Background: an optimization exercise with open tools, aiming at small area, a short achievable clock period and few clock cycles per item. Do not read the settings as production practice. In this exercise RTL edits were held to simulation tests only and were not proved equivalent to the original. The clock port is modelled as an ideal driver; clocking choices that lean on that would not hold on a real chip. Power is estimated from default activity; no workload was simulated.

==> flow/design.v <==
`default_nettype none
module mem_responder #(
  parameter int DEPTH   = 64,
  parameter int LATENCY = 2
) (
  input  logic             clk,
  input  logic             rst,
  input  logic             req_valid,
  output logic             req_ready,
  input  logic             req_we,
  input  logic [31:0]      req_addr,
  input  logic [31:0]      req_wdata,
  output logic             resp_valid,
  input  logic             resp_ready,
  output logic [31:0]      resp_rdata,
  output logic             resp_err,
  output logic             busy
);
  localparam int AW = $clog2(DEPTH);
  logic [31:0]   r_mem [DEPTH];
  logic          a_v;
  logic          a_st;       
  logic          a_ld;       
  logic          a_err;
  logic [DEPTH-1:0] a_oh;   
  logic [31:0]   a_wd;
  logic          b_v;
  logic [DEPTH-1:0] s_sel;    
  logic          s_err;
  logic          o_v;
  logic          o_err;
  logic [31:0]   o_rd;
  logic          r_rdy;
  logic          r_busy;
  logic          w_acc;
  logic          w_ofree;
  logic          w_oload;
  logic          w_aexec;
  logic          w_av_n;
  logic          w_bv_n;
  logic          w_ov_n;
  logic          w_in_err;
  logic          w_in_ld;
  logic          w_in_st;
  logic [AW-1:0] w_in_idx;
  logic [DEPTH-1:0] w_in_sel;
  logic [DEPTH-1:0] w_in_oh;
  logic [DEPTH-1:0] w_a_sel;
  logic          w_wr;
  logic          w_unused;
  assign w_acc    = req_valid & r_rdy;
  assign w_ofree  = ~o_v | resp_ready;
  assign w_oload  = w_ofree & (b_v | a_v);
  assign w_aexec  = a_v & ~b_v;
  assign w_wr     = w_aexec & a_st;
  assign w_av_n   = w_acc | (a_v & b_v);
  assign w_bv_n   = (b_v | a_v) & ~w_ofree;
  assign w_ov_n   = w_oload | (o_v & ~resp_ready);
  assign w_in_err = (req_addr[1:0] != 2'b00);
  assign w_in_ld  = ~req_we & ~w_in_err;
  assign w_in_st  = req_we & ~w_in_err;
  assign w_in_idx = req_addr[AW+1:2];
  always_comb begin
    for (int i = 0; i < DEPTH; i++) begin
      w_in_oh[i]  = (w_in_idx == AW'(i));
      w_in_sel[i] = w_in_ld & w_in_oh[i];
      w_a_sel[i]  = a_ld & a_oh[i];
    end
  end
  assign w_unused = ^{req_addr[31:AW+2], LATENCY[0]};
  always_ff @(posedge clk) begin
    if (rst) begin
      a_v    <= 1'b0;
      b_v    <= 1'b0;
      o_v    <= 1'b0;
      r_rdy  <= 1'b1;
      r_busy <= 1'b0;
    end else begin
      a_v    <= w_av_n;
      b_v    <= w_bv_n;
      o_v    <= w_ov_n;
      r_rdy  <= ~(w_av_n & w_bv_n);
      r_busy <= w_av_n | w_bv_n | w_ov_n;
    end
  end
  always_ff @(posedge clk) begin
    if (w_acc) begin
      a_st  <= w_in_st;
      a_ld  <= w_in_ld;
      a_err <= w_in_err;
      a_oh  <= w_in_oh;
      a_wd  <= req_wdata;
    end
    if (!w_bv_n) begin
      if (w_acc) begin
        s_sel <= w_in_sel;
        s_err <= w_in_err;
      end else if (a_v && b_v) begin
        s_sel <= w_a_sel;
        s_err <= a_err;
      end
    end
    if (w_oload) begin
      o_err <= s_err;
      o_rd  <= w_rd;
    end
  end
  logic [DEPTH-1:0] w_sel;
  logic [31:0]      w_rd;
  assign w_sel = s_sel;
  for (genvar b = 0; b < 32; b++) begin : g_rd
    logic [21:0] l1;    
    logic [5:0]  l2;    
    logic [2:0]  l3;    
    for (genvar k = 0; k < 21; k++) begin : g_l1
      mr_aoi222 u_aoi (
        .a0(w_sel[3*k]),   .b0(r_mem[3*k][b]),
        .a1(w_sel[3*k+1]), .b1(r_mem[3*k+1][b]),
        .a2(w_sel[3*k+2]), .b2(r_mem[3*k+2][b]),
        .y(l1[k])
      );
    end
    mr_nand2 u_last (.a(w_sel[63]), .b(r_mem[63][b]), .y(l1[21]));
    for (genvar k = 0; k < 5; k++) begin : g_l2
      mr_nand4 u_n4 (.a(l1[4*k]), .b(l1[4*k+1]), .c(l1[4*k+2]), .d(l1[4*k+3]), .y(l2[k]));
    end
    mr_nand2 u_n2 (.a(l1[20]), .b(l1[21]), .y(l2[5]));
    for (genvar k = 0; k < 3; k++) begin : g_l3
      mr_nor2 u_o (.a(l2[2*k]), .b(l2[2*k+1]), .y(l3[k]));
    end
    mr_nand3 u_f (.a(l3[0]), .b(l3[1]), .c(l3[2]), .y(w_rd[b]));
  end
  always_ff @(posedge clk) begin
    for (int i = 0; i < DEPTH; i++) begin
      if (w_wr && a_oh[i]) r_mem[i] <= a_wd;
    end
  end
  assign req_ready  = r_rdy;
  assign resp_valid = o_v;
  assign resp_rdata = o_rd;
  assign resp_err   = o_err;
  assign busy       = r_busy;
endmodule
module mr_aoi222 (
  input  logic a0, b0, a1, b1, a2, b2,
  output logic y
);
  assign y = ~((a0 & b0) | (a1 & b1) | (a2 & b2));
endmodule
module mr_nand2 (
  input  logic a, b,
  output logic y
);
  assign y = ~(a & b);
endmodule
module mr_nand4 (
  input  logic a, b, c, d,
  output logic y
);
  assign y = ~(a & b & c & d);
endmodule
module mr_nor2 (
  input  logic a, b,
  output logic y
);
  assign y = ~(a | b);
endmodule
module mr_nand3 (
  input  logic a, b, c,
  output logic y
);
  assign y = ~(a & b & c);
endmodule
`default_nettype wire
export LEC_CHECK = 0
export CAP_MARGIN = 20
export CORE_MARGIN = 2
export CORE_UTILIZATION = 60
export SETUP_SLACK_MARGIN = 2.4
export SLEW_MARGIN = 20
export SYNTH_HIERARCHICAL = 1
export TNS_END_PERCENT = 100
create_clock -name core_clock -period 5.0 [get_ports {clk}]
run.sh (not shown) runs the stock make flow with config.mk's settings and CLKGATE_MAP_FILE= SYNTH_SCRIPT=/design/flow/synth_recipe.tcl, a recipe that flattens the netlist after the stock synthesis.
The baseline completed with no timing, DRC or antenna violations.
Testbench counts at the start, summed over its fixed seeds: cycles 2,064, items 2,048.
Then changed:
--- a/flow/design.v
+++ b/flow/design.v
@@ -21,13 +21,14 @@
   logic          a_v;
   logic          a_st;       
   logic          a_ld;       
   logic          a_err;
-  logic [DEPTH-1:0] a_oh;   
+  logic [AW-1:0] a_idx;
   logic [31:0]   a_wd;
   logic          b_v;
-  logic [DEPTH-1:0] s_sel;    
+  logic          s_ld;
   logic          s_err;
+  logic [AW-1:0] s_idx;
   logic          o_v;
   logic          o_err;
   logic [31:0]   o_rd;
   logic          r_rdy;
@@ -42,32 +43,20 @@
   logic          w_in_err;
   logic          w_in_ld;
   logic          w_in_st;
   logic [AW-1:0] w_in_idx;
-  logic [DEPTH-1:0] w_in_sel;
-  logic [DEPTH-1:0] w_in_oh;
-  logic [DEPTH-1:0] w_a_sel;
-  logic          w_wr;
   logic          w_unused;
   assign w_acc    = req_valid & r_rdy;
   assign w_ofree  = ~o_v | resp_ready;
   assign w_oload  = w_ofree & (b_v | a_v);
   assign w_aexec  = a_v & ~b_v;
-  assign w_wr     = w_aexec & a_st;
   assign w_av_n   = w_acc | (a_v & b_v);
   assign w_bv_n   = (b_v | a_v) & ~w_ofree;
   assign w_ov_n   = w_oload | (o_v & ~resp_ready);
   assign w_in_err = (req_addr[1:0] != 2'b00);
   assign w_in_ld  = ~req_we & ~w_in_err;
   assign w_in_st  = req_we & ~w_in_err;
   assign w_in_idx = req_addr[AW+1:2];
-  always_comb begin
-    for (int i = 0; i < DEPTH; i++) begin
-      w_in_oh[i]  = (w_in_idx == AW'(i));
-      w_in_sel[i] = w_in_ld & w_in_oh[i];
-      w_a_sel[i]  = a_ld & a_oh[i];
-    end
-  end
   assign w_unused = ^{req_addr[31:AW+2], LATENCY[0]};
   always_ff @(posedge clk) begin
     if (rst) begin
       a_v    <= 1'b0;
@@ -87,18 +76,20 @@
     if (w_acc) begin
       a_st  <= w_in_st;
       a_ld  <= w_in_ld;
       a_err <= w_in_err;
-      a_oh  <= w_in_oh;
+      a_idx <= w_in_idx;
       a_wd  <= req_wdata;
     end
     if (!w_bv_n) begin
       if (w_acc) begin
-        s_sel <= w_in_sel;
+        s_ld  <= w_in_ld;
         s_err <= w_in_err;
+        s_idx <= w_in_idx;
       end else if (a_v && b_v) begin
-        s_sel <= w_a_sel;
+        s_ld  <= a_ld;
         s_err <= a_err;
+        s_idx <= a_idx;
       end
     end
     if (w_oload) begin
       o_err <= s_err;
@@ -106,9 +97,11 @@
     end
   end
   logic [DEPTH-1:0] w_sel;
   logic [31:0]      w_rd;
-  assign w_sel = s_sel;
+  always_comb begin
+    for (int i = 0; i < DEPTH; i++) w_sel[i] = s_ld & (s_idx == AW'(i));
+  end
   for (genvar b = 0; b < 32; b++) begin : g_rd
     logic [21:0] l1;    
     logic [5:0]  l2;    
     logic [2:0]  l3;    
@@ -130,10 +123,10 @@
     end
     mr_nand3 u_f (.a(l3[0]), .b(l3[1]), .c(l3[2]), .y(w_rd[b]));
   end
   always_ff @(posedge clk) begin
-    for (int i = 0; i < DEPTH; i++) begin
-      if (w_wr && a_oh[i]) r_mem[i] <= a_wd;
+    if (w_aexec && a_st) begin
+      r_mem[a_idx] <= a_wd;
     end
   end
   assign req_ready  = r_rdy;
   assign resp_valid = o_v;
Result: Clock power is lower by about 4%; cell count went down by 1.7%; power came out lower by 8.4%; maximum frequency shrinks by 9.1%; hold slack improved by 0.014 ns; flip-flop and latch count shrinks by 115; final area rises by 0.68%; first-iteration DRC count grows by 22%; register-to-register slack degrades by 0.28 ns; sequential share of layout area drops by 4.4 points; wire length came out higher by 5.0%; critical path depth rises by 8; via count rose by 1.5%.
Testbench counts after the change, summed over its fixed seeds: cycles 2,064, items 2,048.

========
Another version of the RTL of mem_responder (not shown whole).
Size in the first run: roughly 3400 cells after synthesis, ~2200 flip-flops, about 110 I/O pins, roughly 0.075 mm^2 of cells after synthesis.
==> module mem_responder, before the edit <==
module mem_responder #(
  parameter int DEPTH   = 64,
  parameter int LATENCY = 2
) (
  input  logic             clk,
  input  logic             rst,
  input  logic             req_valid,
  output logic             req_ready,
  input  logic             req_we,
  input  logic [31:0]      req_addr,
  input  logic [31:0]      req_wdata,
  output logic             resp_valid,
  input  logic             resp_ready,
  output logic [31:0]      resp_rdata,
  output logic             resp_err,
  output logic             busy
);
  localparam int AW = $clog2(DEPTH);
  logic [31:0]   r_mem [DEPTH];
  logic          a_v;
  logic          a_st;       
  logic          a_ld;       
  logic          a_err;
  logic [AW-1:0] a_idx;
  logic [31:0]   a_wd;
  logic          b_v;
  logic          b_ld;
  logic          b_err;
  logic [AW-1:0] b_idx;
  logic [7:0]    r_wlo;      
  logic [7:0]    r_whi;      
  logic [7:0]    s_lo;       
  logic [7:0]    s_hi;       
  logic          s_err;      
  logic          o_v;
  logic          o_err;
  logic [31:0]   o_rd;
  logic          r_rdy;
  logic          r_busy;
  logic          w_acc;
  logic          w_ofree;
  logic          w_oload;
  logic          w_stay;
  logic          w_a2b;
  logic          w_av_n;
  logic          w_bv_n;
  logic          w_ov_n;
  logic          w_in_err;
  logic          w_in_ld;
  logic          w_in_st;
  logic [AW-1:0] w_in_idx;
  logic          w_ast_n;
  logic          w_ald_n;
  logic          w_aerr_n;
  logic [AW-1:0] w_aidx_n;
  logic          w_bld_n;
  logic          w_berr_n;
  logic [AW-1:0] w_bidx_n;
  logic          w_sld_n;
  logic          w_serr_n;
  logic [AW-1:0] w_sidx_n;
  logic          w_wr_n;
  logic          w_unused;
  assign w_acc    = req_valid & r_rdy;
  assign w_ofree  = ~o_v | resp_ready;
  assign w_oload  = w_ofree & (b_v | a_v);
  assign w_stay   = a_v & b_v;             
  assign w_a2b    = a_v & ~b_v & ~w_ofree;  
  assign w_av_n   = w_acc | w_stay;
  assign w_bv_n   = (b_v | a_v) & ~w_ofree;
  assign w_ov_n   = w_oload | (o_v & ~resp_ready);
  assign w_in_err = (req_addr[1:0] != 2'b00);
  assign w_in_ld  = ~req_we & ~w_in_err;
  assign w_in_st  = req_we & ~w_in_err;
  assign w_in_idx = req_addr[AW+1:2];
  assign w_unused = ^{req_addr[31:AW+2], LATENCY[0]};
  assign w_ast_n  = w_acc ? w_in_st  : a_st;
  assign w_ald_n  = w_acc ? w_in_ld  : a_ld;
  assign w_aerr_n = w_acc ? w_in_err : a_err;
  assign w_aidx_n = w_acc ? w_in_idx : a_idx;
  assign w_bld_n  = w_a2b ? a_ld  : b_ld;
  assign w_berr_n = w_a2b ? a_err : b_err;
  assign w_bidx_n = w_a2b ? a_idx : b_idx;
  assign w_sld_n  = w_bv_n ? w_bld_n  : (w_av_n & w_ald_n);
  assign w_serr_n = w_bv_n ? w_berr_n : w_aerr_n;
  assign w_sidx_n = w_bv_n ? w_bidx_n : w_aidx_n;
  assign w_wr_n   = w_av_n & w_ast_n & ~w_bv_n;
  always_ff @(posedge clk) begin
    if (rst) begin
      a_v    <= 1'b0;
      b_v    <= 1'b0;
      o_v    <= 1'b0;
      r_rdy  <= 1'b1;
      r_busy <= 1'b0;
    end else begin
      a_v    <= w_av_n;
      b_v    <= w_bv_n;
      o_v    <= w_ov_n;
      r_rdy  <= ~(w_av_n & w_bv_n);
      r_busy <= w_av_n | w_bv_n | w_ov_n;
    end
  end
  always_ff @(posedge clk) begin
    a_st  <= w_ast_n;
    a_ld  <= w_ald_n;
    a_err <= w_aerr_n;
    a_idx <= w_aidx_n;
    if (w_acc) a_wd <= req_wdata;
    b_ld  <= w_bld_n;
    b_err <= w_berr_n;
    b_idx <= w_bidx_n;
    s_err <= w_serr_n;
    for (int i = 0; i < 8; i++) begin
      r_wlo[i] <= w_wr_n & (w_aidx_n[2:0] == 3'(i));
      r_whi[i] <= (w_aidx_n[5:3] == 3'(i));
    end
    for (int i = 0; i < 8; i++) begin
      s_lo[i] <= w_sld_n & (w_sidx_n[2:0] == 3'(i));
      s_hi[i] <= (w_sidx_n[5:3] == 3'(i));
    end
    if (w_oload) begin
      o_err <= s_err;
      o_rd  <= w_rd;
    end
  end
  always_ff @(posedge clk) begin
    for (int i = 0; i < DEPTH; i++) begin
      if (r_wlo[i % 8] && r_whi[i / 8]) r_mem[i] <= a_wd;
    end
  end
  logic [DEPTH-1:0] w_sel;
  logic [31:0]      w_rd;
  always_comb begin
    for (int i = 0; i < DEPTH; i++) w_sel[i] = s_lo[i % 8] & s_hi[i / 8];
  end
  for (genvar b = 0; b < 32; b++) begin : g_rd
    logic [21:0] l1;    
    logic [5:0]  l2;    
    logic [2:0]  l3;    
    for (genvar k = 0; k < 21; k++) begin : g_l1
      mr_aoi222 u_aoi (
        .a0(w_sel[3*k]),   .b0(r_mem[3*k][b]),
        .a1(w_sel[3*k+1]), .b1(r_mem[3*k+1][b]),
        .a2(w_sel[3*k+2]), .b2(r_mem[3*k+2][b]),
        .y(l1[k])
      );
    end
    mr_nand2 u_last (.a(w_sel[63]), .b(r_mem[63][b]), .y(l1[21]));
    for (genvar k = 0; k < 5; k++) begin : g_l2
      mr_nand4 u_n4 (.a(l1[4*k]), .b(l1[4*k+1]), .c(l1[4*k+2]), .d(l1[4*k+3]), .y(l2[k]));
    end
    mr_nand2 u_n2 (.a(l1[20]), .b(l1[21]), .y(l2[5]));
    for (genvar k = 0; k < 3; k++) begin : g_l3
      mr_nor2 u_o (.a(l2[2*k]), .b(l2[2*k+1]), .y(l3[k]));
    end
    mr_nand3 u_f (.a(l3[0]), .b(l3[1]), .c(l3[2]), .y(w_rd[b]));
  end
  assign req_ready  = r_rdy;
  assign resp_valid = o_v;
  assign resp_rdata = o_rd;
  assign resp_err   = o_err;
  assign busy       = r_busy;
endmodule
export LEC_CHECK = 0
export CAP_MARGIN = 20
export CORE_MARGIN = 2
export CORE_UTILIZATION = 60
export CTS_BUF_LIST = sky130_fd_sc_hd__clkbuf_8
export CTS_CLUSTER_DIAMETER = 50
export CTS_CLUSTER_SIZE = 16
export SETUP_SLACK_MARGIN = 2.5
export SLEW_MARGIN = 20
export SYNTH_HIERARCHICAL = 1
export TNS_END_PERCENT = 100
create_clock -name core_clock -period 5.0 [get_ports {clk}]
standard.sh (not shown) runs the stock make flow with config.mk's settings and CLKGATE_MAP_FILE= SYNTH_SCRIPT=/design/flow/synth_recipe.tcl, a recipe that flattens the netlist after the stock synthesis.
==> flow/flow/run.sh <==
#!/bin/bash
set -euo pipefail
export BUFFER_PORTS_ARGS="-buffer_cell sky130_fd_sc_hd__buf_2"
export CTS_ARGS="-sink_clustering_enable -repair_clock_nets -sink_clustering_size 16 -sink_clustering_max_diameter 50 -buf_list {sky130_fd_sc_hd__clkbuf_8 sky130_fd_sc_hd__clkbuf_16} -root_buf sky130_fd_sc_hd__clkbuf_16 -tree_buf sky130_fd_sc_hd__clkbuf_16 -sink_clustering_buffer sky130_fd_sc_hd__clkbuf_8 -dont_use_dummy_load"
export PRE_CTS_TCL="$PWD/flow/pre_cts.tcl"
export OUT_FF_PULL=0.7
export POST_CTS_TCL="$PWD/flow/post_cts.tcl"
export ECO_MAX_DELAY=2.2
bash standard.sh > standard.log 2>&1
Other scripts of this flow, unchanged in this note and not shown: flow/flow/post_cts.tcl, flow/flow/pre_cts.tcl
The baseline completed with no timing, DRC or antenna violations.
Testbench counts at the start, summed over its fixed seeds: cycles 2,064, items 2,048.
Edit:
--- a/flow/design.v
+++ b/flow/design.v
@@ -26,14 +26,12 @@
   logic [31:0]   a_wd;
   logic          b_v;
   logic          b_ld;
   logic          b_err;
   logic [AW-1:0] b_idx;
-  logic [7:0]    r_wlo;      
-  logic [7:0]    r_whi;      
-  logic [7:0]    s_lo;       
-  logic [7:0]    s_hi;       
+  logic [DEPTH-1:0] r_we;     
+  logic [DEPTH-1:0] s_sel;    
   logic          s_err;      
   logic          o_v;
   logic          o_err;
   logic [31:0]   o_rd;
   logic          r_rdy;
@@ -109,33 +107,27 @@
     if (w_acc) a_wd <= req_wdata;
     b_ld  <= w_bld_n;
     b_err <= w_berr_n;
     b_idx <= w_bidx_n;
     s_err <= w_serr_n;
-    for (int i = 0; i < 8; i++) begin
-      r_wlo[i] <= w_wr_n & (w_aidx_n[2:0] == 3'(i));
-      r_whi[i] <= (w_aidx_n[5:3] == 3'(i));
-    end
-    for (int i = 0; i < 8; i++) begin
-      s_lo[i] <= w_sld_n & (w_sidx_n[2:0] == 3'(i));
-      s_hi[i] <= (w_sidx_n[5:3] == 3'(i));
+    for (int i = 0; i < DEPTH; i++) begin
+      r_we[i]  <= w_wr_n  & (w_aidx_n == AW'(i));
+      s_sel[i] <= w_sld_n & (w_sidx_n == AW'(i));
     end
     if (w_oload) begin
       o_err <= s_err;
       o_rd  <= w_rd;
     end
   end
   always_ff @(posedge clk) begin
     for (int i = 0; i < DEPTH; i++) begin
-      if (r_wlo[i % 8] && r_whi[i / 8]) r_mem[i] <= a_wd;
+      if (r_we[i]) r_mem[i] <= a_wd;
     end
   end
   logic [DEPTH-1:0] w_sel;
   logic [31:0]      w_rd;
-  always_comb begin
-    for (int i = 0; i < DEPTH; i++) w_sel[i] = s_lo[i % 8] & s_hi[i / 8];
-  end
+  assign w_sel = s_sel;
   for (genvar b = 0; b < 32; b++) begin : g_rd
     logic [21:0] l1;    
     logic [5:0]  l2;    
     logic [2:0]  l3;    
     for (genvar k = 0; k < 21; k++) begin : g_l1
Critical path depth shrinks by 6; maximum frequency went up by a little under a tenth; clock skew falls by 0.0050 ns; total power rose by a few percent; wire length hardly moves; clock-buffer cell count increases by 5; synthesized cell count came out higher by a few percent.
Testbench counts after the change, summed over its fixed seeds: cycles 2,064, items 2,048.

==> port drivers added, routing unchanged <==
The flow's constraints put no driver on any port. The routed layouts listed below were extracted and timed again, unchanged, in two steps.
Step 1 sets driving cells, clkbuf_16 on the clock port and buf_2 on the other inputs (assumed; they add their load-dependent delay and slew).
Step 2 moves the port delays by t, midway between the first and last clock arrival at a register: inputs arrive t later, outputs are due t later. That takes back most of the time a late clock gives input paths.
a / b / c = ideal ports / drivers / drivers and shift; a / b = the first two.
run	shift t [ns]	setup slack, ns	hold WS [ns]	worst data-port slew with drivers (ns)
the first run of note 1	0.901	2.171 / 2.171 / 1.672	0.423 / 0.423 / 0.423	0.16
the second run of note 1	0.901	1.887 / 1.887 / 1.706	0.438 / 0.438 / 0.438	0.05
the first run of note 2	0.841	2.373 / 2.373 / 2.046	0.384 / 0.326 / 0.474	0.14
the second run of note 2	0.841	2.577 / 2.500 / 1.947	0.383 / 0.330 / 0.490	0.11
After both steps every run listed still meets setup and hold. For the second run of note 2, which loses most, drivers alone change the setup slack by -0.077 ns; drivers and shift together by -0.630 ns.
